From an optimization exercise on the open Yosys and OpenROAD flow, aimed at small area, a short achievable clock period and few clock cycles per item; shortcuts taken in it are not production practice.
Only simulation tests tie the RTL to the original design; equivalence was not proved.
Power is estimated from default activity; no workload was simulated.

==> design.v <==
module systolic_array #(
    parameter int width_p        = 8,
    parameter int array_width_p  = 8,
    parameter int array_height_p = 8
) (
    input  logic               clk_i,
    input  logic               reset_i,
    input  logic               en_i,
    input  logic               flush_i,
    input  logic               valid_i,
    input  logic [width_p-1:0] data_i,
    output logic               ready_o,
    output logic               valid_o,
    output logic [width_p-1:0] data_o,
    input  logic               yumi_i
);
    localparam int N  = 8;         
    localparam int NA = N * N;     
    localparam int ND = 7;         
    logic          ld_q;           
    logic [7:0]    cnt_q;          
    logic          av_q;           
    logic          sv_q;           
    logic [6:0]    u_q;            
    logic [2:0]    ph_q;           
    logic [6:0]    k_q;            
    logic          valid_q;
    logic [ND-1:0] dv_q;           
    logic [7:0] ain_q;
    logic [7:0] din_q;             
    logic [ND-1:0][7:0] dd_q;      
    logic [ND-1:0][2:0] dt_q;      
    logic [NA-1:0][7:0] a_q;       
    logic [N-1:0][N-1:0][7:0] c_q;   
    logic [7:0] data_q;
    logic ready_q;
    assign ready_q = ld_q & ~cnt_q[7];
    assign ready_o = reset_i & en_i & ready_q;
    assign valid_o = valid_q;
    assign data_o  = data_q;
    logic accept, accept_a, accept_b, first_b, flush_take, take, flushed;
    logic aligned, done_ok, load_out, shift_a, last, clr;
    logic [2:0] ph_n;
    logic [6:0] nx;
    assign accept     = en_i & valid_i & ready_q;
    assign accept_a   = accept & ~cnt_q[6];
    assign accept_b   = accept & cnt_q[6];
    assign first_b    = accept_b & (cnt_q[5:0] == 6'd0);
    assign flush_take = en_i & flush_i & ld_q;
    assign take       = en_i & yumi_i & valid_q;
    assign flushed    = ~ld_q | flush_i;
    assign ph_n       = ph_q + 3'd1;
    assign nx         = u_q + 7'(sv_q);
    logic       pick;
    logic [7:0] pick_d;
    always_comb begin
        pick   = 1'b0;
        pick_d = '0;
        if (accept_b & ((cnt_q[2:0] == ph_n) | first_b)) begin
            pick   = 1'b1;
            pick_d = data_i;
        end
        for (int s = 0; s < ND; s++) begin
            if (dv_q[s] & (dt_q[s] == ph_n)) begin
                pick   = 1'b1;
                pick_d = pick_d | dd_q[s];
            end
        end
        if (~ld_q & ~nx[6] & (nx[2:0] == ph_n)) pick = 1'b1;
    end
    assign aligned  = (ph_q + 3'd2) == k_q[2:0];
    assign done_ok  = u_q[6] | ((u_q[5:3] == 3'd7) & (u_q[2:0] > k_q[2:0]));
    assign load_out = en_i & (~valid_q | yumi_i) & flushed & ~k_q[6] & (k_q[5:3] != 3'd0 | done_ok) &
                      aligned;
    assign shift_a  = av_q | (sv_q & (u_q[2:0] == 3'd7));
    assign last     = take & k_q[6];
    assign clr      = ~nx[6] & ~nx[5] & ~nx[4] & ~nx[3] & (ph_n >= nx[2:0]);
    always_ff @(posedge clk_i or negedge reset_i) begin
        if (!reset_i) begin
            ld_q    <= 1'b1;
            cnt_q   <= '0;
            av_q    <= 1'b0;
            sv_q    <= 1'b0;
            u_q     <= '0;
            ph_q    <= '0;
            k_q     <= '0;
            valid_q <= 1'b0;
            dv_q    <= '0;
        end else begin
            av_q <= accept_a;
            sv_q <= pick;
            u_q  <= nx;
            ph_q <= first_b ? 3'd0 : ph_n;
            dv_q <= {dv_q[ND-2:0], accept_b};
            if (accept) cnt_q <= cnt_q + 8'd1;
            if (flush_take) ld_q <= 1'b0;
            if (load_out) begin
                k_q     <= k_q + 7'd1;
                valid_q <= 1'b1;
            end else if (take) begin
                valid_q <= 1'b0;
            end
            if (last) begin
                ld_q  <= 1'b1;
                cnt_q <= '0;
                u_q   <= '0;
                k_q   <= '0;
            end
        end
    end
    always_ff @(posedge clk_i) begin
        ain_q <= data_i;
        din_q <= pick_d;
        dd_q  <= {dd_q[ND-2:0], data_i};
        dt_q  <= {dt_q[ND-2:0], cnt_q[2:0]};
    end
    always_ff @(posedge clk_i) begin
        if (shift_a) begin
            a_q[0] <= ain_q;
            for (int s = 1; s < NA; s++) a_q[s] <= a_q[s-1];
        end
    end
    logic [N-1:0][7:0] mac;
    for (genvar i = 0; i < N; i++) begin : g_mac
        sa_mac u_mac (.a(a_q[NA-1-N*i]), .d(din_q), .c(c_q[i][N-1]), .y(mac[i]));
    end
    always_ff @(posedge clk_i) begin
        for (int i = 0; i < N; i++) begin
            c_q[i][0] <= mac[i];
            for (int n = 1; n < N-1; n++) c_q[i][n] <= c_q[i][n-1];
            c_q[i][N-1] <= clr ? 8'd0 : c_q[i][N-2];
        end
    end
    always_ff @(posedge clk_i) begin
        if (load_out) data_q <= c_q[k_q[5:3]][5];
    end
endmodule
module sa_mac (
    input  logic [7:0] a,
    input  logic [7:0] d,
    input  logic [7:0] c,
    output logic [7:0] y
);
    logic t1, t2, t3, t4, t5, t6, t7, t8, t9, t10, t11, t12, t13, t14, t15, t16, t17, t18, t19, t20, t21, t22, t23, t24, t25, t26, t27, t28, t29, t30, t31, t32, t33, t34, t35, t36, t37, t38, t39, t40, t41, t42, t43, t44, t45, t46, t47, t48, t49, t50, t51, t52, t53, t54, t55, t56, t57, t58, t59, t60, t61, t62, t63, t64, t65, t66, t67, t68, t69, t70, t71, t72, t73, t74, t75, t76, t77, t78, t79, t80, t81, t82, t83, t84, t85, t86, t87, t88, t89, t90, t91, t92, t93;
    logic [7:0] x0, x1;
    assign t1 = a[0] & d[0];
    assign t2 = c[0];
    assign t3 = a[0] & d[1];
    assign t4 = a[1] & d[0];
    assign t5 = c[1];
    assign t6 = a[0] & d[2];
    assign t7 = a[1] & d[1];
    assign t8 = a[2] & d[0];
    assign t9 = c[2];
    assign t10 = a[0] & d[3];
    assign t11 = a[1] & d[2];
    assign t12 = a[2] & d[1];
    assign t13 = a[3] & d[0];
    assign t14 = c[3];
    assign t15 = a[0] & d[4];
    assign t16 = a[1] & d[3];
    assign t17 = a[2] & d[2];
    assign t18 = a[3] & d[1];
    assign t19 = a[4] & d[0];
    assign t20 = c[4];
    assign t21 = a[0] & d[5];
    assign t22 = a[1] & d[4];
    assign t23 = a[2] & d[3];
    assign t24 = a[3] & d[2];
    assign t25 = a[4] & d[1];
    assign t26 = a[5] & d[0];
    assign t27 = c[5];
    assign t28 = a[0] & d[6];
    assign t29 = a[1] & d[5];
    assign t30 = a[2] & d[4];
    assign t31 = a[3] & d[3];
    assign t32 = a[4] & d[2];
    assign t33 = a[5] & d[1];
    assign t34 = a[6] & d[0];
    assign t35 = c[6];
    assign t36 = a[0] & d[7];
    assign t37 = a[1] & d[6];
    assign t38 = a[2] & d[5];
    assign t39 = a[3] & d[4];
    assign t40 = a[4] & d[3];
    assign t41 = a[5] & d[2];
    assign t42 = a[6] & d[1];
    assign t43 = a[7] & d[0];
    assign t44 = c[7];
    assign t45 = t21 ^ t22;
    assign t46 = t21 & t22;
    assign t47 = t28 ^ t29 ^ t30;
    assign t48 = (t28 & t29) | (t28 & t30) | (t29 & t30);
    assign t49 = t31 ^ t32;
    assign t50 = t31 & t32;
    assign t51 = t36 ^ t37 ^ t38;
    assign t52 = t39 ^ t40 ^ t41;
    assign t53 = t42 ^ t43;
    assign t54 = t10 ^ t11;
    assign t55 = t10 & t11;
    assign t56 = t15 ^ t16 ^ t17;
    assign t57 = (t15 & t16) | (t15 & t17) | (t16 & t17);
    assign t58 = t18 ^ t19;
    assign t59 = t18 & t19;
    assign t60 = t45 ^ t23 ^ t24;
    assign t61 = (t45 & t23) | (t45 & t24) | (t23 & t24);
    assign t62 = t25 ^ t26 ^ t27;
    assign t63 = (t25 & t26) | (t25 & t27) | (t26 & t27);
    assign t64 = t47 ^ t49 ^ t33;
    assign t65 = (t47 & t49) | (t47 & t33) | (t49 & t33);
    assign t66 = t34 ^ t35 ^ t46;
    assign t67 = (t34 & t35) | (t34 & t46) | (t35 & t46);
    assign t68 = t51 ^ t52 ^ t53;
    assign t69 = t44 ^ t48 ^ t50;
    assign t70 = t6 ^ t7;
    assign t71 = t6 & t7;
    assign t72 = t54 ^ t12 ^ t13;
    assign t73 = (t54 & t12) | (t54 & t13) | (t12 & t13);
    assign t74 = t56 ^ t58 ^ t20;
    assign t75 = (t56 & t58) | (t56 & t20) | (t58 & t20);
    assign t76 = t60 ^ t62 ^ t57;
    assign t77 = (t60 & t62) | (t60 & t57) | (t62 & t57);
    assign t78 = t64 ^ t66 ^ t61;
    assign t79 = (t64 & t66) | (t64 & t61) | (t66 & t61);
    assign t80 = t68 ^ t69 ^ t65;
    assign t81 = t3 ^ t4;
    assign t82 = t3 & t4;
    assign t83 = t70 ^ t8 ^ t9;
    assign t84 = (t70 & t8) | (t70 & t9) | (t8 & t9);
    assign t85 = t72 ^ t14 ^ t71;
    assign t86 = (t72 & t14) | (t72 & t71) | (t14 & t71);
    assign t87 = t74 ^ t55 ^ t73;
    assign t88 = (t74 & t55) | (t74 & t73) | (t55 & t73);
    assign t89 = t76 ^ t59 ^ t75;
    assign t90 = (t76 & t59) | (t76 & t75) | (t59 & t75);
    assign t91 = t78 ^ t63 ^ t77;
    assign t92 = (t78 & t63) | (t78 & t77) | (t63 & t77);
    assign t93 = t80 ^ t67 ^ t79;
    assign x0 = {t93, t91, t89, t87, t85, t83, t81, t1};
    assign x1 = {t92, t90, t88, t86, t84, t82, t5, t2};
    assign y  = x0 + x1;
endmodule
==> flow/run.sh <==
#!/bin/bash
# The standard layout, with a tighter setup target for the repair steps and faster port buffers.
set -euo pipefail
bash standard.sh SETUP_SLACK_MARGIN=5.8 "BUFFER_PORTS_ARGS=-buffer_cell sky130_fd_sc_hd__buf_2" finish > make_finish.log 2>&1
==> standard.sh <==
#!/bin/bash
# synth_recipe.tcl (not shown) runs the flow's synth.tcl, then flattens the netlist and writes it again
# the make line also repeats each setting of config.mk as NAME=value (left out here)
make -C /OpenROAD-flow-scripts/flow DESIGN_CONFIG=/design/flow/config.mk WORK_HOME=/design/flow/orfs CLKGATE_MAP_FILE= SYNTH_SCRIPT=/design/flow/synth_recipe.tcl "${@:-finish}"
==> config.mk <==
export PLATFORM = sky130hd
export DESIGN_NAME = systolic_array
export DESIGN_NICKNAME = systolic_array
export VERILOG_FILES = /design/flow/design.v
export SDC_FILE = /design/flow/constraint.sdc
export NUM_CORES = 4
export LEC_CHECK = 0
export CAP_MARGIN = 20
export CORE_MARGIN = 2
export CORE_UTILIZATION = 50
export CTS_BUF_LIST = sky130_fd_sc_hd__clkbuf_4 sky130_fd_sc_hd__clkbuf_8
export SETUP_SLACK_MARGIN = 5
export SLEW_MARGIN = 20
==> constraint.sdc <==
create_clock -name core_clock -period 10.0 [get_ports {clk_i}]
set_input_delay 2.0000 -clock core_clock [delete_from_list [all_inputs] [get_ports {clk_i}]]
set_output_delay 2.0000 -clock core_clock [all_outputs]
set_load 0.01 [all_outputs]
==> results.sh, run 1 <==
export IMPL_placement_rows=102
export IMPL_antenna_found_initial=4
export IMPL_max_clock_path_buffers=3
export IMPL_yosysSeqAreaShare_pct=73.0
export IMPL_finalWorstPathRequiredPeriod_ns=4.36
export IMPL_timing_critical_path_buf_inv=2
export IMPL_cpPeakStageDelay_ns=0.15
export IMPL_mostFrequentLayoutCells="sky130_fd_sc_hd__dfxtp_1 (595), sky130_fd_sc_hd__edfxtp_1 (520), sky130_fd_sc_hd__clkbuf_8 (203)"
export IMPL_largest_net_degree_at_the_start_of_global_routing=208
export IMPL_placed_cells_incl_taps=3462
export IMPL_htree_levels=4
export IMPL_fillers=6185
export IMPL_worst_hold_path_startpoint="c_q[468]"
export IMPL_final_max_slew_viol_count=0
export IMPL_routed_via_count=18096
export IMPL_instance_count_of_the_mapped_netlist=2431
export IMPL_switchingPower_mw=1.87
export IMPL_power_leakage_nw=17.2
export IMPL_worst_path_max_delay_cell="sky130_fd_sc_hd__and3_4"
export IMPL_clock_sinks=1153
export IMPL_routed_via_density=4.76
export IMPL_ant_nets_after_route=0
export IMPL_crit_required_ns=8.00
export IMPL_totalNegativeSetupSlack_ns=0
export IMPL_max_cap_violations=0
export IMPL_whs_path_cells=0
export IMPL_fin_worst_hold_slack_ns=0.295
export IMPL_start_util_pct=50.4
export IMPL_worst_setup_hold_path_clk_slew_ns=0.06
export IMPL_hold_viol=0
export IMPL_timing_critical_path_cells="buf_8 > and3_4 > buf_6"
export IMPL_yosys_register_bits=1153
export IMPL_synthesis_area_um2=39000
export IMPL_area_of_the_multi_input_gates_um2=9720
export IMPL_grt_first_pass_wirelength_um=104000
export IMPL_ios=24
export IMPL_p_per_area_nw_per_um2=207
export IMPL_gr_usage_all_layers_pct=16.8
export IMPL_layout_cell_area_non_filler_um2=44400
export IMPL_synth_cell_type_count=53
export IMPL_critPathLaunchType="input pin"
export IMPL_hpwlAfterDp_um=38500
export IMPL_drtIter0Drc=1036
export IMPL_hp_class="flop to flop"
export IMPL_dr_pass1_iters=6
export IMPL_numCtsBuffers=178
export IMPL_port_buffer_count=23
export IMPL_swShare_pct=20.4
export IMPL_area_growth_syn_to_layout_pct=13.8
export IMPL_timing_hold_worst_endpoint="c_q[476]"
export IMPL_cts_hold_buffers_added=0
export IMPL_crit_reg2reg_capture="c_q[7]"
export IMPL_die_w_um=283
export IMPL_layout_commonest_cell="sky130_fd_sc_hd__dfxtp_1"
export IMPL_intPower_mw=7.32
export IMPL_layoutNonFillerInstCount=3798
export IMPL_setup_worst_path_end_class="output pin"
export IMPL_yosysWarnings=1
export IMPL_status="complete, no violations"
export IMPL_seqPwrFrac_pct=53.8
export IMPL_detailed_place_area_um2=40300
export IMPL_layout_worst_path_cycle_share_pct=43.6
export IMPL_design_core_area_um2=77300
export IMPL_synth_ff_type="sky130_fd_sc_hd__dfxtp_1"
export IMPL_cts_tree="yes"
export IMPL_post_drt_wl_per_cell_um=17.1
export IMPL_gr_total_overflow=0
export IMPL_r2r_slack_ns=5.97
export IMPL_reg2reg_depth=13
export IMPL_timing_worst_slew_pin_value_ns=1.12
export IMPL_syn_avg_cell_area_um2=16.0
export IMPL_worst_ir_drop_on_vdd_v=0.000136
export IMPL_finalNetCount=2863
export IMPL_clk_latency_ns=0.82
export IMPL_synthesis_nets=2689
export IMPL_critical_path_max_fanout=2
export IMPL_timing_critical_path_max_delay_family="buffers and inverters"
export IMPL_worst_r2r_startpoint="din_q[5]"
export IMPL_p_clk_share_pct=45.0
export IMPL_max_slew_margin_rel_pct=25.6
export IMPL_unrepaired_setup_endpoints_after_global_routing="true"
export IMPL_seqCellArea_um2=28500
export IMPL_place_congestion=0.755
export IMPL_combinational_cell_fraction_of_total_power_pct=1.1
export IMPL_detail_route_drc_violations=0
export IMPL_setup_violations_final=0
export IMPL_achievable_frequency_ghz=0.229
export IMPL_cts_root_buffer="sky130_fd_sc_hd__clkbuf_8"
export IMPL_design_die_area_um2=80200
export IMPL_path_class="input pin to output pin"
export IMPL_first_global_vias=19409
export IMPL_worst_ep_arrival_time_ns=2.36
export IMPL_asyncSetResetFlopFracSynth_pct=3.12
export IMPL_report_power_total_mw=9.20
export IMPL_finClkSkew_ns=0.0426
export IMPL_synth_enable_flop_cells=520
export IMPL_final_layout_size_suffix_gt1_share_pct=14.3
export IMPL_wl_um=64900
export IMPL_die_h_um=283
## Yosys cell counts (15+ instances only)
| library cell | instances | area [um^2] |
|---|---|---|
| sky130_fd_sc_hd__edfxtp_1 | 520 | 15600 |
| sky130_fd_sc_hd__nand3_1 | 15 | 75.1 |
| sky130_fd_sc_hd__and2b_1 | 15 | 113 |
| sky130_fd_sc_hd__a22oi_1 | 16 | 120 |
| sky130_fd_sc_hd__fa_1 | 128 | 2560 |
| sky130_fd_sc_hd__nor2_1 | 37 | 139 |
| sky130_fd_sc_hd__xnor2_1 | 138 | 1210 |
| sky130_fd_sc_hd__and2_1 | 184 | 1150 |
| sky130_fd_sc_hd__nand2_1 | 121 | 454 |
| sky130_fd_sc_hd__nor2b_1 | 71 | 444 |
| sky130_fd_sc_hd__ha_1 | 116 | 1450 |
| sky130_fd_sc_hd__inv_1 | 162 | 608 |
| sky130_fd_sc_hd__dfrtp_1 | 35 | 876 |
| sky130_fd_sc_hd__mux4_2 | 16 | 360 |
| sky130_fd_sc_hd__clkbuf_1 | 33 | 124 |
| sky130_fd_sc_hd__a21o_1 | 20 | 150 |
| sky130_fd_sc_hd__a21oi_1 | 33 | 165 |
| sky130_fd_sc_hd__xor2_1 | 64 | 561 |
| sky130_fd_sc_hd__dfxtp_1 | 597 | 12000 |
## metal layers
metal	track usage (%)	part of all wire, %	vias to the layer above
li1	-	-	8569
met1	22.1	45	9012
met2	26.9	47	349
met3	3.63	4.4	166
met4	7.92	3.2	0
met5	0	0	-
## worst max-delay path by stage
stage,from,to,cells past startpoint
6_report,en_i,ready_o,3
5_1_grt,en_i,ready_o,3
4_1_cts,en_i,ready_o,3
3_5_place_dp,reset_i,ready_o,3
3_3_place_gp,reset_i,ready_o,3
2_1_floorplan,u_q[2],a_q[0],1
## state kept, by name, indices dropped and copies added (netlist names)
name / flops
a_q: 512
av_q: 1
dv_q: 7
data_q: 8
ld_q: 1
dt_q: 21
dd_q: 56
din_q: 8
c_q: 512
valid_q: 1
cnt_q: 8
sv_q: 1
ph_q: 3
u_q: 7
k_q: 7
## power by group through the flow
stage	combinational [mW]	clock, mW	sequential, mW
detailed placement	0.104	0	5.05
floorplan	0.0776	0	5.03
global placement	0.100	0	5.05
CTS	0.108	4.28	4.95
finish	0.104	4.14	4.95
global route	0.118	4.48	4.95
## worst register-to-register path, delay by kind of cell, from the launching register on
family / cells / cell delay, ns
AO/OA/AOI/OAI: 2 / 0.29
XOR/XNOR: 1 / 0.14
adder cells (fa/ha/maj): 5 / 2.44
buffers and inverters: 3 / 0.46
flip-flops: 1 / 0.31
AND/OR/NAND/NOR: 2 / 0.32
## what timing repair did
action	CTS	global route
setup endpoints to repair	1	2
gates resized for setup	10	1
pin swaps	1	0
cloned	1	0
setup buffers	2	0
endpoints found under the hold margin	0	0
## stage by stage
step                util (%)  setup WS [ns]
floorplan                  -           5.63
global placement        52.2           4.94
detailed placement      52.2           4.89
CTS                     57.3           5.64
global route            57.3           5.63
finish                  57.4           5.64
## area by class of cell
class,count,share of cell area [%]
antenna,4,0.0226
clock buffer,277,7.55
multi-input combinational,1069,21.9
inverter,163,1.38
clock inverter,52,1.26
sequential,1153,64.2
timing repair buffer,40,0.756
tap,1040,2.93
## logic make-up (layout without fill, tap and decap cells)
group                    count (synthesis)  after routing  synth area share [%]
buffers and inverters                  209            532                  2.06
other                                    0              4                     0
adder cells (fa/ha/maj)                244            244                  10.3
flip-flops                            1153           1153                  73.0
AO/OA/AOI/OAI                          114            114                  1.97
multiplexers                            26             26                  1.21
XOR/XNOR                               204            204                  4.65
AND/OR/NAND/NOR                        481            481                  6.76
Testbench counts, summed over its fixed seeds: cycles 12,288, jobs 64.
==> run 2: changes to the inputs <==
--- a/config.mk
+++ b/config.mk
@@ -9,4 +9,4 @@
 export CORE_MARGIN = 2
-export CORE_UTILIZATION = 50
-export CTS_BUF_LIST = sky130_fd_sc_hd__clkbuf_4 sky130_fd_sc_hd__clkbuf_8
+export CORE_UTILIZATION = 65
+export CTS_BUF_LIST = sky130_fd_sc_hd__clkbuf_8
 export SETUP_SLACK_MARGIN = 5
==> run 2 against run 1 <==
  * Largest power group unchanged
  * Critical path type unchanged
  * Critical path depth is the same
  * Non-clock buffer count unchanged
  * Area after synthesis unchanged
  * Maximum frequency shrank 0.15%
==> results.sh, run 2 <==
export IMPL_clk_latency_ns=0.80
export IMPL_combinational_cell_fraction_of_total_power_pct=1.2
export IMPL_gr_usage_all_layers_pct=21.7
export IMPL_report_power_total_mw=8.81
export IMPL_unrepaired_setup_endpoints_after_global_routing="true"
export IMPL_first_global_vias=19508
export IMPL_synth_commonest_cells="sky130_fd_sc_hd__dfxtp_1 (597), sky130_fd_sc_hd__edfxtp_1 (520), sky130_fd_sc_hd__and2_1 (184), sky130_fd_sc_hd__inv_1 (162), sky130_fd_sc_hd__xnor2_1 (138)"
export IMPL_setup_violations_final=0
export IMPL_layout_cell_area_non_filler_um2=43600
export IMPL_finalWorstPathRequiredPeriod_ns=4.37
export IMPL_instance_count_of_the_mapped_netlist=2431
export IMPL_top_regs="a_q: 512 flops, c_q: 512 flops, dd_q: 56 flops"
export IMPL_max_clock_path_buffers=3
export IMPL_achievable_frequency_ghz=0.229
export IMPL_cts_tree="yes"
export IMPL_worst_r2r_startpoint="din_q[5]"
export IMPL_die_h_um=249
export IMPL_design_core_area_um2=59100
export IMPL_dr_pass1_iters=5
export IMPL_layout_commonest_cell="sky130_fd_sc_hd__dfxtp_1"
export IMPL_switchingPower_mw=1.82
export IMPL_worst_setup_hold_path_clk_slew_ns=0.06
export IMPL_finalNetCount=2856
export IMPL_post_drt_wl_per_cell_um=18.3
export IMPL_crit_required_ns=8.00
export IMPL_final_layout_size_suffix_gt1_share_pct=11.8
export IMPL_port_buffer_count=23
export IMPL_detailed_place_area_um2=40000
export IMPL_area_growth_syn_to_layout_pct=11.9
export IMPL_synth_fa_ha_area_share_pct=10.3
export IMPL_wl_um=64200
export IMPL_hold_viol=0
export IMPL_numCtsBuffers=171
export IMPL_design_die_area_um2=61900
export IMPL_grt_first_pass_wirelength_um=103000
export IMPL_htree_levels=4
export IMPL_asyncSetResetFlopFracSynth_pct=3.12
export IMPL_drtIter0Drc=1024
export IMPL_start_util_pct=65.9
export IMPL_synth_top_cells_by_area="sky130_fd_sc_hd__edfxtp_1 (40%), sky130_fd_sc_hd__dfxtp_1 (31%), sky130_fd_sc_hd__fa_1 (6.6%)"
export IMPL_antenna_found_initial=1
export IMPL_ios=24
export IMPL_totalNegativeSetupSlack_ns=0
export IMPL_synth_compound_area_share_pct=1.97
export IMPL_syn_avg_cell_area_um2=16.0
export IMPL_synth_top_family_by_area="adder cells"
export IMPL_critical_path_max_fanout=2
export IMPL_yosysTopAreaCellShare_pct=40.1
export IMPL_synth_area_mux_share_pct=1.21
export IMPL_synth_cell_type_count=53
export IMPL_busiest_layer="met2"
export IMPL_yosys_cell_count_top_type="sky130_fd_sc_hd__dfxtp_1"
export IMPL_detail_route_drc_violations=0
export IMPL_die_w_um=249
export IMPL_gr_usage_met3_pct=4.39
export IMPL_setup_worst_path_end_class="output pin"
export IMPL_mostFrequentLayoutCells="sky130_fd_sc_hd__dfxtp_1 (595), sky130_fd_sc_hd__edfxtp_1 (520), sky130_fd_sc_hd__inv_1 (221)"
export IMPL_worst_ir_drop_on_vdd_v=0.000156
export IMPL_yosysSeqAreaShare_pct=73.0
export IMPL_simple_gate_share_of_the_synthesized_area_pct=6.76
export IMPL_final_max_slew_viol_count=0
export IMPL_routed_via_density=5.13
export IMPL_swShare_pct=20.6
export IMPL_critPathLaunch="en_i"
export IMPL_globalRouteMet1Util_pct=28.1
export IMPL_seqPwrFrac_pct=56.1
export IMPL_largest_net_degree_at_the_start_of_global_routing=175
export IMPL_intPower_mw=7.00
export IMPL_hpwlAfterDp_um=39000
export IMPL_critPathLaunchType="input pin"
export IMPL_max_slew_margin_rel_pct=26.5
export IMPL_placement_rows=89
export IMPL_synthesis_area_um2=39000
export IMPL_p_clk_share_pct=42.6
export IMPL_routed_via_count=18049
export IMPL_synth_ff_type="sky130_fd_sc_hd__dfxtp_1"
export IMPL_p_per_area_nw_per_um2=202
export IMPL_power_leakage_nw=17.1
export IMPL_worst_hold_path_startpoint="c_q[36]"
export IMPL_place_congestion=0.799
export IMPL_ant_nets_after_route=0
export IMPL_synth_enable_flop_cells=520
export IMPL_status="complete, no violations"
export IMPL_synthesis_nets=2689
export IMPL_grtUsageMet2_pct=36.4
export IMPL_worst_ep_arrival_time_ns=2.37
export IMPL_gr_total_overflow=0
export IMPL_path_class="input pin to output pin"
export IMPL_yosys_register_bits=1153
export IMPL_timing_worst_slew_pin_value_ns=1.10
export IMPL_max_cap_violations=0
export IMPL_yosysWarnings=1
export IMPL_finClkSkew_ns=0.0339
export IMPL_synth_top_cell_by_area="sky130_fd_sc_hd__edfxtp_1"
export IMPL_clock_sinks=1153
export IMPL_post_synthesis_share_of_cell_area_spent_on_xor_and_xnor_gates_pct=4.65
export IMPL_hp_class="flop to flop"
export IMPL_layout_worst_path_cycle_share_pct=43.7
export IMPL_cts_root_buffer="sky130_fd_sc_hd__clkbuf_8"
-- run 2: final timing paths --
kind	to	slack, ns	cells after the start
max	ready_o	5.63	3
min in group asynchronous	ph_q[0]	1.14	1
max in group asynchronous	ld_q	8.57	2
max reg2reg	c_q[7]	5.97	13
min	c_q[44]	0.31	0
min reg2reg	c_q[44]	0.31	0
-- run 2: final cells by class --
cell class / instances / area, um^2
fill: 3686 / 15500
clock inverter: 112 / 674
timing repair buffer: 40 / 339
sequential: 1153 / 28500
antenna: 1 / 2.50
inverter: 163 / 612
tap: 773 / 967
multi-input combinational: 1069 / 9720
clock buffer: 206 / 2840
-- run 2: layer usage --
layer | vias up | wire (um)
li1 | 8538 | -
met1 | 9024 | 28000
met2 | 344 | 32200
met3 | 143 | 2370
met4 | 0 | 1640
met5 | - | 0
-- run 2: stage by stage --
step                      util, %  hold WS, ns  std cells  setup WS (ns)
final                        73.8        0.311       3517           5.63
after global routing         73.8        0.310       3516           5.63
after CTS                    73.8        0.308       3516           5.64
after detailed placement     67.7        0.312       3195           4.92
after global placement       67.7        0.310       3195           4.92
after floorplan                 -        0.310       2431           5.63
-- run 2: cell families after synthesis --
family          after synthesis
compound gates              114
xor+xnor                    204
fa+ha+maj                   244
buf+inv                     209
flops                      1153
mux                          26
simple gates                481
-- run 2: timing repair --
item,4_1_cts,5_1_grt
gates cloned,1,0
hold buffers,0,0
buffers inserted,2,0
endpoints found under the setup margin,1,4
pin swaps,1,0
resized for setup,10,2
-- run 2: power groups by stage --
stage / clock network [mW] / logic, mW / registers, mW
2_1_floorplan: 0 / 0.0776 / 5.03
3_3_place_gp: 0 / 0.100 / 5.05
3_5_place_dp: 0 / 0.106 / 5.05
4_1_cts: 3.86 / 0.109 / 4.95
5_1_grt: 4.07 / 0.120 / 4.95
6_report: 3.76 / 0.107 / 4.95
-- run 2: worst max-delay path, cell delays in order --
cell	delay, ns
sky130_fd_sc_hd__buf_8	0.09
sky130_fd_sc_hd__and3_4	0.16
sky130_fd_sc_hd__buf_6	0.11
==> run 3: changes to the inputs <==
--- a/config.mk
+++ b/config.mk
@@ -10,3 +10,5 @@
 export CORE_UTILIZATION = 65
-export CTS_BUF_LIST = sky130_fd_sc_hd__clkbuf_8
+export CTS_BUF_LIST = sky130_fd_sc_hd__clkbuf_16
+export CTS_CLUSTER_DIAMETER = 100
+export CTS_CLUSTER_SIZE = 30
 export SETUP_SLACK_MARGIN = 5
==> run 3 against run 2 <==
  * Cell count is 6.8% lower
  * Clock power is 43% lower
  * Via count is 4.4% lower
  * First-iteration DRC count is 5.4% lower
  * Sequential share of layout area is 3.5 points higher
  * Critical path depth stayed put
  * Maximum frequency is 0.20% higher
  * Critical endpoint unchanged
  * Largest cell class unchanged
  * Highest routed layer unchanged
==> results.sh, run 3 <==
export IMPL_status="complete, no violations"
export IMPL_clk_latency_ns=0.63
export IMPL_port_buffer_count=23
export IMPL_fillers=3924
export IMPL_start_util_pct=65.9
export IMPL_max_clock_path_buffers=3
export IMPL_synth_top_cells_by_area="sky130_fd_sc_hd__edfxtp_1 (40%), sky130_fd_sc_hd__dfxtp_1 (31%), sky130_fd_sc_hd__fa_1 (6.6%)"
export IMPL_setup_worst_path_end_class="output pin"
export IMPL_reg2reg_depth=13
export IMPL_path_class="input pin to output pin"
export IMPL_path_depth=3
export IMPL_placed_cells_incl_taps=3195
export IMPL_dp_worst_setup_slack_ns=4.92
export IMPL_die_h_um=249
export IMPL_worst_ep_arrival_time_ns=2.36
export IMPL_routed_via_count=17248
export IMPL_critPathLaunchType="input pin"
export IMPL_final_layout_size_suffix_gt1_share_pct=5.11
export IMPL_top_regs="a_q: 512 flops, c_q: 512 flops, dd_q: 56 flops"
export IMPL_finalWorstPathRequiredPeriod_ns=4.36
export IMPL_max_slew_margin_rel_pct=26.7
export IMPL_mostFrequentLayoutCells="sky130_fd_sc_hd__dfxtp_1 (595), sky130_fd_sc_hd__edfxtp_1 (520), sky130_fd_sc_hd__inv_1 (192)"
export IMPL_whs_path_cells=0
export IMPL_synth_commonest_cells="sky130_fd_sc_hd__dfxtp_1 (597), sky130_fd_sc_hd__edfxtp_1 (520), sky130_fd_sc_hd__and2_1 (184), sky130_fd_sc_hd__inv_1 (162), sky130_fd_sc_hd__xnor2_1 (138)"
export IMPL_placement_rows=89
export IMPL_wl_um=61200
export IMPL_layout_worst_path_cycle_share_pct=43.6
export IMPL_routed_via_density=5.26
export IMPL_yosys_register_bits=1153
export IMPL_cts_root_buffer="sky130_fd_sc_hd__clkbuf_16"
export IMPL_place_congestion=0.799
export IMPL_yosysTopAreaCellShare_pct=40.1
export IMPL_r2r_slack_ns=6.00
export IMPL_dr_pass1_iters=5
export IMPL_timing_critical_path_cells="buf_8 > and3_4 > buf_6"
export IMPL_cts_hold_buffers_added=0
export IMPL_crit_reg2reg_capture="c_q[7]"
export IMPL_final_max_slew_viol_count=0
export IMPL_area_growth_syn_to_layout_pct=6.25
export IMPL_syn_avg_cell_area_um2=16.0
export IMPL_yosysSeqAreaShare_pct=73.0
export IMPL_achievable_frequency_ghz=0.229
export IMPL_gr_usage_all_layers_pct=20.4
export IMPL_antenna_found_initial=0
export IMPL_design_die_area_um2=61900
export IMPL_instance_count_of_the_mapped_netlist=2431
export IMPL_post_drt_wl_per_cell_um=18.7
export IMPL_ios=24
export IMPL_worst_ir_drop_on_vdd_v=0.000168
export IMPL_layoutNonFillerInstCount=3279
export IMPL_totalNegativeSetupSlack_ns=0
export IMPL_yosysWarnings=1
export IMPL_first_global_vias=17910
export IMPL_synthesis_area_um2=39000
export IMPL_unrepaired_setup_endpoints_after_global_routing="true"
export IMPL_crit_end="ready_o"
export IMPL_hold_viol=0
export IMPL_max_cap_violations=0
export IMPL_ant_nets_after_route=0
export IMPL_critPathLaunch="en_i"
export IMPL_timing_worst_slew_pin_value_ns=1.10
export IMPL_synthesis_nets=2689
export IMPL_cts_tree="yes"
export IMPL_report_power_total_mw=7.20
export IMPL_yosys_cell_count_top_type="sky130_fd_sc_hd__dfxtp_1"
export IMPL_crit_required_ns=8.00
export IMPL_worst_r2r_startpoint="din_q[2]"
export IMPL_cpPeakStageDelay_ns=0.15
export IMPL_die_w_um=249
export IMPL_drtIter0Drc=969
export IMPL_layout_commonest_cell="sky130_fd_sc_hd__dfxtp_1"
export IMPL_setup_ws_ns=5.64
export IMPL_synth_enable_flop_cells=520
export IMPL_setup_violations_final=0
export IMPL_worst_setup_hold_path_clk_slew_ns=0.11
export IMPL_gr_total_overflow=0
export IMPL_synth_top_cell_by_area="sky130_fd_sc_hd__edfxtp_1"
export IMPL_finClkSkew_ns=0.0294
export IMPL_htree_levels=2
export IMPL_timing_critical_path_buf_inv=2
export IMPL_grt_first_pass_wirelength_um=97700
export IMPL_synth_cell_type_count=53
export IMPL_detail_route_drc_violations=0
export IMPL_design_core_area_um2=59100
export IMPL_finalNetCount=2729
export IMPL_hpwlAfterDp_um=39000
export IMPL_clock_sinks=1153
export IMPL_critical_path_max_fanout=2
export IMPL_synth_ff_type="sky130_fd_sc_hd__dfxtp_1"
export IMPL_hp_class="flop to flop"
export IMPL_detailed_place_area_um2=40000
export IMPL_asyncSetResetFlopFracSynth_pct=3.12
export IMPL_timing_critical_path_max_delay_family="buffers and inverters"
export IMPL_largest_net_degree_at_the_start_of_global_routing=175
export IMPL_worst_path_max_delay_cell="sky130_fd_sc_hd__and3_4"
export IMPL_p_per_area_nw_per_um2=174
export IMPL_numCtsBuffers=44
export IMPL_layout_cell_area_non_filler_um2=41400
export IMPL_power_leakage_nw=15.8
run 3: cell types whose count changed in the layout (fill, tap and decap cells not counted):
cell	delta
sky130_fd_sc_hd__clkinv_2	-19
sky130_fd_sc_hd__clkbuf_16	+46
sky130_fd_sc_hd__inv_8	-4
sky130_fd_sc_hd__clkbuf_8	-206
sky130_fd_sc_hd__clkinvlp_4	-10
sky130_fd_sc_hd__bufinv_16	-6
sky130_fd_sc_hd__inv_1	-29
sky130_fd_sc_hd__clkinv_1	-12
sky130_fd_sc_hd__inv_6	+1
sky130_fd_sc_hd__clkinv_8	+1
run 3: how the worst min path moves through the flow:
stage / start / end / slack, ns
2_1_floorplan: c_q[92] / c_q[100] / 0.31
3_3_place_gp: c_q[451] / c_q[459] / 0.31
3_5_place_dp: c_q[95] / c_q[103] / 0.31
4_1_cts: c_q[205] / c_q[213] / 0.32
5_1_grt: c_q[205] / c_q[213] / 0.32
6_report: c_q[73] / c_q[81] / 0.32
run 3: kinds of logic (layout without fill, tap and decap cells):
group / count (synthesis) / after routing / share of synthesized area, %
compound gates: 114 / 114 / 1.97
xor+xnor: 204 / 204 / 4.65
fa+ha+maj: 244 / 244 / 10.3
buf+inv: 209 / 283 / 2.06
flops: 1153 / 1153 / 73.0
mux: 26 / 26 / 1.21
other cells: 0 / 1 / 0
simple gates: 481 / 481 / 6.76
run 3: power breakdown:
part	leakage, nW	switching (mW)	total (mW)	internal [mW]
Sequential	9.60	0.0352	4.94	4.91
Clock	0.744	1.30	2.15	0.853
Combinational	5.49	0.0556	0.106	0.0502
Total	15.8	1.39	7.20	5.81
run 3: layout make-up:
class | count | area, um^2 | area share (%)
Antenna cell | 1 | 2.50 | 0.00604
Clock buffer | 46 | 1150 | 2.78
Clock inverter | 34 | 150 | 0.363
Inverter | 163 | 612 | 1.48
Multi-Input combinational cell | 1069 | 9720 | 23.5
Sequential cell | 1153 | 28500 | 68.8
Tap cell | 773 | 967 | 2.34
Timing Repair Buffer | 40 | 339 | 0.819
run 3: what timing repair did:
action,in CTS,in global routing
buffers inserted,2,0
hold endpoints to repair,0,0
gates resized for setup,10,2
setup endpoints to repair,1,4
pin swaps,1,0
gates cloned,1,0
run 3: layer usage:
metal	share of wire (%)	vias to the layer above	routed length (um)	track usage (%)
met5	0	-	0	0
met2	50	251	30600	35.2
met1	44	8725	27100	27.7
met3	3.6	92	2190	3.03
met4	2.1	0	1260	4.92
li1	-	8180	-	-
run 3: through the flow:
stage                     hold slack [ns]  util [%]
final                               0.317      70.0
after global routing                0.322      70.0
after CTS                           0.316      70.0
after detailed placement            0.312      67.7
after global placement              0.310      67.7
after floorplan                     0.310         -
==> run 4: changes to the inputs <==
--- a/config.mk
+++ b/config.mk
@@ -9,3 +9,3 @@
 export CORE_MARGIN = 2
-export CORE_UTILIZATION = 65
+export CORE_UTILIZATION = 75
 export CTS_BUF_LIST = sky130_fd_sc_hd__clkbuf_16
==> run 4 against run 3 <==
  * Maximum frequency is essentially flat
  * Still clean on timing, DRC and antenna
  * Area after synthesis is the same
  * Clock skew shrank 0.0060 ns
  * Power grew 0.23%
  * Final area shrank 0.37%
  * Non-clock buffer count is the same
==> results.sh, run 4 <==
export IMPL_antenna_diode_count=0
export IMPL_design_core_area_um2=51300
export IMPL_worst_setup_hold_path_clk_slew_ns=0.11
export IMPL_synth_top_family_by_area="adder cells"
export IMPL_unrepaired_setup_endpoints_after_global_routing="true"
export IMPL_cts_tree="yes"
export IMPL_synth_ff_type="sky130_fd_sc_hd__dfxtp_1"
export IMPL_clk_latency_ns=0.62
export IMPL_yosys_cell_count_top_type="sky130_fd_sc_hd__dfxtp_1"
export IMPL_setup_violations_final=0
export IMPL_final_layout_size_suffix_gt1_share_pct=5.11
export IMPL_post_synthesis_share_of_cell_area_spent_on_xor_and_xnor_gates_pct=4.65
export IMPL_area_growth_syn_to_layout_pct=5.85
export IMPL_achievable_frequency_ghz=0.229
export IMPL_setup_ws_ns=5.64
export IMPL_worst_path_max_delay_cell="sky130_fd_sc_hd__and3_4"
export IMPL_synth_commonest_cells="sky130_fd_sc_hd__dfxtp_1 (597), sky130_fd_sc_hd__edfxtp_1 (520), sky130_fd_sc_hd__and2_1 (184), sky130_fd_sc_hd__inv_1 (162), sky130_fd_sc_hd__xnor2_1 (138)"
export IMPL_ios=24
export IMPL_grt_first_pass_wirelength_um=103000
export IMPL_synth_fa_ha_area_share_pct=10.3
export IMPL_fin_worst_hold_slack_ns=0.328
export IMPL_detailed_place_area_um2=39900
export IMPL_critPathLaunch="en_i"
export IMPL_simple_gate_share_of_the_synthesized_area_pct=6.76
export IMPL_gr_usage_all_layers_pct=25.3
export IMPL_synth_area_mux_share_pct=1.21
export IMPL_start_util_pct=76.0
export IMPL_p_per_area_nw_per_um2=175
export IMPL_ant_nets_after_route=0
export IMPL_path_class="input pin to output pin"
export IMPL_numCtsBuffers=44
export IMPL_worst_r2r_startpoint="din_q[4]"
export IMPL_synthesis_nets=2689
export IMPL_instance_count_of_the_mapped_netlist=2431
export IMPL_worst_ir_drop_on_vdd_v=0.000200
export IMPL_crit_reg2reg_capture="c_q[7]"
export IMPL_worst_ep_arrival_time_ns=2.36
export IMPL_largest_net_degree_at_the_start_of_global_routing=207
export IMPL_top_regs="a_q: 512 flops, c_q: 512 flops, dd_q: 56 flops"
export IMPL_max_slew_margin_rel_pct=27.5
export IMPL_asyncSetResetFlopFracSynth_pct=3.12
export IMPL_cpPeakStageDelay_ns=0.15
export IMPL_hpwlAfterDp_um=39900
export IMPL_setup_worst_path_end_class="output pin"
export IMPL_die_w_um=232
export IMPL_power_leakage_nw=15.8
export IMPL_finalNetCount=2729
export IMPL_reg2reg_depth=13
export IMPL_synth_enable_flop_cells=520
export IMPL_antenna_found_initial=0
export IMPL_port_buffer_count=23
export IMPL_crit_required_ns=8.00
export IMPL_die_h_um=232
export IMPL_placement_rows=83
export IMPL_critPathLaunchType="input pin"
export IMPL_dp_worst_setup_slack_ns=4.93
export IMPL_wl_um=64700
export IMPL_layout_cell_area_non_filler_um2=41300
export IMPL_yosysSeqAreaShare_pct=73.0
export IMPL_layout_worst_path_cycle_share_pct=43.6
export IMPL_synth_top_cells_by_area="sky130_fd_sc_hd__edfxtp_1 (40%), sky130_fd_sc_hd__dfxtp_1 (31%), sky130_fd_sc_hd__fa_1 (6.6%)"
export IMPL_yosysWarnings=1
export IMPL_placed_cells_incl_taps=3102
export IMPL_dr_pass1_iters=6
export IMPL_status="complete, no violations"
export IMPL_mostFrequentLayoutCells="sky130_fd_sc_hd__dfxtp_1 (594), sky130_fd_sc_hd__edfxtp_1 (520), sky130_fd_sc_hd__inv_1 (195)"
export IMPL_place_congestion=0.816
export IMPL_finalWorstPathRequiredPeriod_ns=4.36
export IMPL_first_global_vias=18707
export IMPL_timing_critical_path_cells="buf_8 > and3_4 > buf_6"
export IMPL_final_max_slew_viol_count=0
export IMPL_htree_levels=2
export IMPL_critical_path_max_fanout=2
export IMPL_report_power_total_mw=7.22
export IMPL_syn_avg_cell_area_um2=16.0
export IMPL_routed_via_count=17598
export IMPL_hp_class="flop to flop"
export IMPL_totalNegativeSetupSlack_ns=0
export IMPL_drtIter0Drc=1149
export IMPL_yosysTopAreaCellShare_pct=40.1
export IMPL_yosys_register_bits=1153
export IMPL_design_die_area_um2=53800
export IMPL_gr_total_overflow=0
export IMPL_synthesis_area_um2=39000
export IMPL_finClkSkew_ns=0.0234
export IMPL_synth_cell_type_count=53
export IMPL_layoutNonFillerInstCount=3186
export IMPL_max_clock_path_buffers=3
export IMPL_timing_worst_slew_pin_value_ns=1.09
export IMPL_max_cap_violations=0
export IMPL_synth_compound_area_share_pct=1.97
export IMPL_layout_commonest_cell="sky130_fd_sc_hd__dfxtp_1"
export IMPL_synth_top_cell_by_area="sky130_fd_sc_hd__edfxtp_1"
export IMPL_detail_route_drc_violations=0
export IMPL_r2r_slack_ns=5.98
export IMPL_hold_viol=0
export IMPL_cts_root_buffer="sky130_fd_sc_hd__clkbuf_16"
export IMPL_cts_hold_buffers_added=0
export IMPL_clock_sinks=1153
export IMPL_post_drt_wl_per_cell_um=20.3
export IMPL_crit_end="ready_o"
export IMPL_routed_via_density=5.52
export IMPL_final_core_utilization_pct=80.4
[run 4: worst min path at each step]
stage / endpoint / from / cells after the start
2_1_floorplan: c_q[100] / c_q[92] / 0
3_3_place_gp: c_q[458] / c_q[450] / 0
3_5_place_dp: c_q[144] / c_q[136] / 0
4_1_cts: c_q[294] / c_q[286] / 0
5_1_grt: c_q[233] / c_q[225] / 0
6_report: dd_q[18] / dd_q[10] / 0
[run 4: cell families (layout without fill, tap and decap cells)]
group           count (synthesis)  after routing
flops                        1153           1153
compound gates                114            114
simple gates                  481            481
mux                            26             26
xor+xnor                      204            204
fa+ha+maj                     244            244
buf+inv                       209            284
[run 4: layer usage]
metal  vias up  GRT usage (%)  part of all wire, %
met5         -              0                    0
met4         0           8.03                  2.8
met3       134           3.02                  3.7
met2       364           43.3                   51
met1      8927           34.6                   42
li1       8173              -                    -
[run 4: worst max-delay path, delay by kind of cell]
family	cells	cell delay, ns
buffers and inverters	2	0.20
and+or+nand+nor	1	0.15
[run 4: layout make-up]
cell class	instances	area, um^2
fillers	2710	10000
repair buffers	40	319
flip-flops and latches	1153	28500
clock inverters	36	158
inverters	163	612
multi-input cells	1069	9720
clock buffers	45	1130
well taps	680	851
[run 4: repair_timing]
item	CTS	global route
gates cloned	1	0
endpoints found under the hold margin	0	0
pin swaps	1	0
resized for setup	11	0
endpoints found under the setup margin	4	1
buffers inserted	2	0
[run 4: power by group]
part	total (mW)	switching, mW	leakage (nW)	internal [mW]
sequential	4.94	0.0360	9.60	4.91
combinational	0.103	0.0535	5.49	0.0499
clock	2.17	1.33	0.747	0.840

## afterwards: timing with drivers on the ports
The results above use ideal ports. As a check the final layouts listed here were re-extracted and re-timed, cells and wires unchanged. Step 1 (the two cells are an assumption about what drives the block):
set clk [get_ports {clk_i}]
set_driving_cell -lib_cell sky130_fd_sc_hd__clkbuf_16 $clk
set_driving_cell -lib_cell sky130_fd_sc_hd__buf_2 [delete_from_list [all_inputs] $clk]
Step 2 adds t to the input delays and takes it off the output delays; t is the mean of the earliest and latest rising clock arrival at the registers after step 1. Input paths then give back, and output paths get back, about the clock's delay inside the block. Slacks: ideal ports / drivers / drivers and shift; pairs: ideal ports / drivers.
run | t, ns | slack for setup (ns) | hold slack, ns | worst data-port slew with drivers (ns) | cell pins on the clock port's net
run 1 | 0.862 | 5.640 / 5.533 / 5.533 | 0.295 / 0.295 / 0.295 | 0.13 | 1
run 2 | 0.837 | 5.633 / 5.533 / 5.533 | 0.311 / 0.311 / 0.311 | 0.12 | 1
run 3 | 0.673 | 5.642 / 5.531 / 5.531 | 0.317 / 0.317 / 0.317 | 0.14 | 1
run 4 | 0.665 | 5.640 / 5.521 / 5.521 | 0.328 / 0.328 / 0.328 | 0.15 | 1
After both steps setup and hold are still met in every run listed. The setup slack of run 4, which loses most, moves by -0.119 ns with the drivers and by -0.119 ns with both steps.
